Context: an optimization exercise on an open-source flow, tuned for small area. The choices shown serve that exercise and are no tape-out recipe. Function was checked by simulation only, so behaviour that the tests miss may differ from the original.

==> run G <==
Design pdm_capture_pipeline, start of the top module:
module pdm_capture_pipeline #(
  parameter int CHANNELS   = 4,
  parameter int CIC_ORDER  = 3,
  parameter int CIC_DELAY  = 1,
  parameter int ACC_WIDTH  = 32,
  parameter int PCM_WIDTH  = 16,
  parameter int FIFO_DEPTH = 8,
  localparam int CH_W  = (CHANNELS > 1) ? $clog2(CHANNELS) : 1,
  localparam int CNT_W = $clog2(FIFO_DEPTH) + 1
) (
  input  logic                 clk_i,
  input  logic                 rst_n_i,
  input  logic                 clk_en_i,
  input  logic                 pdm_i,
  input  logic                 pdm_valid_i,
  input  logic [CH_W-1:0]      pdm_channel_i,
  input  logic [6:0]           decimation_i,
  input  logic [4:0]           norm_shift_i,
  input  logic [15:0]          gain_i,
  output logic [PCM_WIDTH-1:0] pcm_o,
  output logic [CH_W-1:0]      pcm_channel_o,
  output logic                 pcm_valid_o,
  input  logic                 pcm_ready_i,
  output logic [CNT_W-1:0]     fifo_count_o,
  output logic                 overflow_o,
  input  logic                 clear_overflow_i
);
Settings: LEC_CHECK=0, ABC_AREA=1, CAP_MARGIN=20, CORE_MARGIN=2, CORE_UTILIZATION=40, SLEW_MARGIN=20, SYNTH_HIERARCHICAL=1, SYNTH_MINIMUM_KEEP_SIZE=0; clock period 11.0 ns.
run.sh (not shown) runs the stock make flow with config.mk's settings and CLKGATE_MAP_FILE= SYNTH_SCRIPT=/design/flow/synth_recipe.tcl, a recipe that flattens the netlist after the stock synthesis.
==> inputs of run P, as changes to run G <==
- CORE_UTILIZATION: 40 -> 55
- CTS_BUF_LIST: not set -> sky130_fd_sc_hd__clkbuf_4 sky130_fd_sc_hd__clkbuf_8
==> inputs of run M, as changes to run G <==
--- a/flow/design.v
+++ b/flow/design.v
@@ -1226,12 +1226,15 @@
         r_p2[c]  <= w_sc;
         r_cnt[c] <= w_done ? 7'd0 : w_i1;
       end
     end
   end
-  logic signed [SW-1:0] w_shifted;
+  logic [SW-1:0]        w_sh4, w_sh3, w_sh2;
+  logic [16:0]          w_sh1;
+  logic [15:0]          w_sh0;
   logic [15:0]          w_norm, w_gained;
+  logic                 w_ovf;
   logic [15:0]          w_round;
   logic m_0;
   logic m_1;
   logic m_2;
   logic m_3;
@@ -1603,13 +1606,73 @@
   logic m_369;
   logic m_370;
   logic m_371;
   logic m_372;
   logic m_373;
-  logic [30:0] m_374;
-  logic [30:0] m_375;
-  logic [30:0] m_376;
+  logic m_374;
+  logic m_375;
+  logic m_376;
+  logic m_377;
+  logic m_378;
+  logic m_379;
+  logic m_380;
+  logic m_381;
+  logic m_382;
+  logic m_383;
+  logic m_384;
+  logic m_385;
+  logic m_386;
+  logic m_387;
+  logic m_388;
+  logic m_389;
+  logic m_390;
+  logic m_391;
+  logic m_392;
+  logic m_393;
+  logic m_394;
+  logic m_395;
+  logic m_396;
+  logic m_397;
+  logic m_398;
+  logic m_399;
+  logic m_400;
+  logic m_401;
+  logic m_402;
+  logic m_403;
+  logic m_404;
+  logic m_405;
+  logic m_406;
+  logic m_407;
+  logic m_408;
+  logic m_409;
+  logic m_410;
+  logic m_411;
+  logic m_412;
+  logic m_413;
+  logic m_414;
+  logic m_415;
+  logic m_416;
+  logic m_417;
+  logic m_418;
+  logic m_419;
+  logic m_420;
+  logic m_421;
+  logic m_422;
+  logic m_423;
+  logic m_424;
+  logic m_425;
+  logic m_426;
+  logic m_427;
+  logic m_428;
+  logic m_429;
+  logic m_430;
+  logic m_431;
+  logic m_432;
+  logic m_433;
+  logic m_434;
+  logic m_435;
+  logic m_436;
   assign m_0 = r_s3_data[0] ^ 1'b0;
   assign m_1 = (r_s3_data[1] & ~r_s3_data[0] & ~1'b0) | (~r_s3_data[1] & r_s3_data[0] & 1'b0);
   assign m_2 = (m_0 & gain_i[0]) ^ r_s3_data[1];
   assign m_3 = ((m_0 & gain_i[1]) | (m_1 & gain_i[0])) ^ r_s3_data[1];
   assign m_4 = ((m_0 & gain_i[2]) | (m_1 & gain_i[1])) ^ r_s3_data[1];
@@ -1893,18 +1956,66 @@
   fa_cell u_m_367 (.a(m_270), .b(m_314), .c(m_315), .s(m_367), .co(m_368));
   assign m_369 = ~(m_316 ^ m_317);
   assign m_370 = m_316 | m_317;
   fa_cell u_m_371 (.a(m_132), .b(m_149), .c(m_318), .s(m_371), .co(m_372));
   assign m_373 = ~m_150;
-  assign m_374 = {m_151, m_372, m_370, m_368, m_366, m_364, m_362, m_360, m_358, m_356, m_354, m_352, m_350, m_348, m_346, m_344, m_342, m_340, m_338, m_336, m_334, m_332, m_330, m_328, m_326, m_324, m_322, m_320, r_s3_data[3], m_3, m_2};
-  assign m_375 = {m_150, m_373, m_371, m_369, m_367, m_365, m_363, m_361, m_359, m_357, m_355, m_353, m_351, m_349, m_347, m_345, m_343, m_341, m_339, m_337, m_335, m_333, m_331, m_329, m_327, m_325, m_323, m_321, m_319, 1'b0, r_s3_data[1]};
-  assign m_376 = m_374 + m_375;
-  assign w_round = {m_376[30], m_376[29], m_376[28], m_376[27], m_376[26], m_376[25], m_376[24], m_376[23], m_376[22], m_376[21], m_376[20], m_376[19], m_376[18], m_376[17], m_376[16], m_376[15]};
+  assign m_374 = m_2 & r_s3_data[1];
+  assign m_375 = m_3 & m_374;
+  assign m_376 = (r_s3_data[3] & m_319) | (m_375 & (r_s3_data[3] | m_319));
+  assign m_377 = (m_320 & m_321) | (m_376 & (m_320 | m_321));
+  assign m_378 = (m_322 & m_323) | (m_377 & (m_322 | m_323));
+  assign m_379 = (m_324 & m_325) | (m_378 & (m_324 | m_325));
+  assign m_380 = (m_326 & m_327) | (m_379 & (m_326 | m_327));
+  assign m_381 = (m_328 & m_329) | (m_380 & (m_328 | m_329));
+  assign m_382 = (m_330 & m_331) | (m_381 & (m_330 | m_331));
+  assign m_383 = (m_332 & m_333) | (m_382 & (m_332 | m_333));
+  assign m_384 = (m_334 & m_335) | (m_383 & (m_334 | m_335));
+  assign m_385 = (m_336 & m_337) | (m_384 & (m_336 | m_337));
+  assign m_386 = (m_338 & m_339) | (m_385 & (m_338 | m_339));
+  assign m_387 = (m_340 & m_341) | (m_386 & (m_340 | m_341));
+  assign m_388 = (m_342 & m_343) | (m_387 & (m_342 | m_343));
+  fa_cell u_m_389 (.a(m_344), .b(m_345), .c(m_388), .s(m_389), .co(m_390));
+  fa_cell u_m_391 (.a(m_346), .b(m_347), .c(m_390), .s(m_391), .co(m_392));
+  fa_cell u_m_393 (.a(m_348), .b(m_349), .c(m_392), .s(m_393), .co(m_394));
+  fa_cell u_m_395 (.a(m_350), .b(m_351), .c(m_394), .s(m_395), .co(m_396));
+  fa_cell u_m_397 (.a(m_352), .b(m_353), .c(m_396), .s(m_397), .co(m_398));
+  fa_cell u_m_399 (.a(m_354), .b(m_355), .c(m_398), .s(m_399), .co(m_400));
+  fa_cell u_m_401 (.a(m_356), .b(m_357), .c(m_400), .s(m_401), .co(m_402));
+  fa_cell u_m_403 (.a(m_358), .b(m_359), .c(m_402), .s(m_403), .co(m_404));
+  fa_cell u_m_405 (.a(m_360), .b(m_361), .c(m_404), .s(m_405), .co(m_406));
+  fa_cell u_m_407 (.a(m_362), .b(m_363), .c(m_406), .s(m_407), .co(m_408));
+  assign m_409 = m_364 ^ m_365;
+  assign m_410 = m_364 & m_365;
+  fa_cell u_m_411 (.a(m_366), .b(m_367), .c(m_410), .s(m_411), .co(m_412));
+  fa_cell u_m_413 (.a(m_368), .b(m_369), .c(m_412), .s(m_413), .co(m_414));
+  fa_cell u_m_415 (.a(m_370), .b(m_371), .c(m_414), .s(m_415), .co(m_416));
+  fa_cell u_m_417 (.a(m_372), .b(m_373), .c(m_416), .s(m_417), .co(m_418));
+  assign m_419 = m_151 ^ m_150 ^ m_418;
+  assign m_420 = ~(m_364 ^ m_365);
+  assign m_421 = m_364 | m_365;
+  fa_cell u_m_422 (.a(m_366), .b(m_367), .c(m_421), .s(m_422), .co(m_423));
+  fa_cell u_m_424 (.a(m_368), .b(m_369), .c(m_423), .s(m_424), .co(m_425));
+  fa_cell u_m_426 (.a(m_370), .b(m_371), .c(m_425), .s(m_426), .co(m_427));
+  fa_cell u_m_428 (.a(m_372), .b(m_373), .c(m_427), .s(m_428), .co(m_429));
+  assign m_430 = m_151 ^ m_150 ^ m_429;
+  assign m_431 = m_408 ? m_420 : m_409;
+  assign m_432 = m_408 ? m_422 : m_411;
+  assign m_433 = m_408 ? m_424 : m_413;
+  assign m_434 = m_408 ? m_426 : m_415;
+  assign m_435 = m_408 ? m_428 : m_417;
+  assign m_436 = m_408 ? m_430 : m_419;
+  assign w_round = {m_436, m_435, m_434, m_433, m_432, m_431, m_407, m_405, m_403, m_401, m_399, m_397, m_395, m_393, m_391, m_389};
   always_comb begin
-    w_shifted = $signed(r_s2_data) >>> norm_shift_i;
-    if (w_shifted[SW-1:15] == '0 || w_shifted[SW-1:15] == '1) w_norm = w_shifted[15:0];
-    else w_norm = w_shifted[SW-1] ? 16'h8000 : 16'h7FFF;
+    w_sh4 = norm_shift_i[4] ? {{16{r_s2_data[SW-1]}}, r_s2_data[SW-1:16]} : r_s2_data;
+    w_sh3 = norm_shift_i[3] ? {{8{w_sh4[SW-1]}}, w_sh4[SW-1:8]} : w_sh4;
+    w_sh2 = norm_shift_i[2] ? {{4{w_sh3[SW-1]}}, w_sh3[SW-1:4]} : w_sh3;
+    w_sh1 = norm_shift_i[1] ? w_sh2[18:2] : w_sh2[16:0];
+    w_sh0 = norm_shift_i[0] ? w_sh1[16:1] : w_sh1[15:0];
+    w_ovf = 1'b0;
+    for (int k = 0; k < SW - 16; k++)
+      if ((r_s2_data[15+k] != r_s2_data[SW-1]) && (norm_shift_i <= 5'(k))) w_ovf = 1'b1;
+    w_norm = w_ovf ? {r_s2_data[SW-1], {15{~r_s2_data[SW-1]}}} : w_sh0;
     if (r_s3_data == 16'h8000 && gain_i == 16'h8000) w_gained = 16'h7FFF;
     else w_gained = w_round;
   end
   always_ff @(posedge clk_i or negedge rst_n_i) begin
     if (!rst_n_i) begin
==> qor summary <==
Status: run G finished clean; run M finished clean; run P finished clean
Slack of the critical path: run G 740.8 ps; run M 648.1 ps; run P 678.1 ps
Full die area: run G 83630 µm²; run M 81140 µm²; run P 61120 µm²
Setup slack, reg-to-reg: run G 740 ps; run M 650 ps; run P 680 ps
Hold Path Origin: run G r_s3_ch[1]; run M r_s2_ch[0]; run P r_s3_ch[0]
Maximum number of pins on one net before global-route repair: run G 76; run M 76; run P 102
Share of layout cells above drive strength 1: run G 6.466%; run M 7.456%; run P 7.891%
Worst hold margin: run G 325.2 ps; run M 327.0 ps; run P 325.1 ps
Final std cells w/o fill: run G 4153; run M 3870; run P 3917
Non-clock inverter count: run G 272; run M 252; run P 272
Fraction of area in multi-input gates: run G 44.45%; run M 42.89%; run P 44.87%
Critical path depth: run G 33; run M 30; run P 31

==> static timing again, ports no longer ideal <==
How much do the figures lean on ideal ports? The routed layouts below were timed once more, with nothing changed but the port constraints. Step 1: set_driving_cell puts a clkbuf_16 on clk_i and a buf_2 on each other input, an assumption about the parent block. Step 2 moves the port delays by t, midway between the first and last clock arrival at a register: inputs arrive t later, outputs are due t later. That takes back most of the time a late clock gives input paths. a / b / c = no drivers / after step 1 / after step 2; a / b = the first two.
run | t, ns | setup slack, ns | worst setup path at the end | latest minus earliest clock arrival (ns) | pins driven straight from the clock port
run G | 0.666 | 0.741 / 0.741 / 0.327 | input to register | 0.025 / 0.026 | 1
run P | 0.720 | 0.678 / 0.678 / 0.278 | input to register | 0.069 / 0.068 | 1
run M | 0.654 | 0.648 / 0.648 / 0.326 | input to register | 0.030 / 0.030 | 1
After both steps every run listed still meets setup and hold. For run G, which loses most, drivers alone change the setup slack by 0.000 ns; drivers and shift together by -0.414 ns.
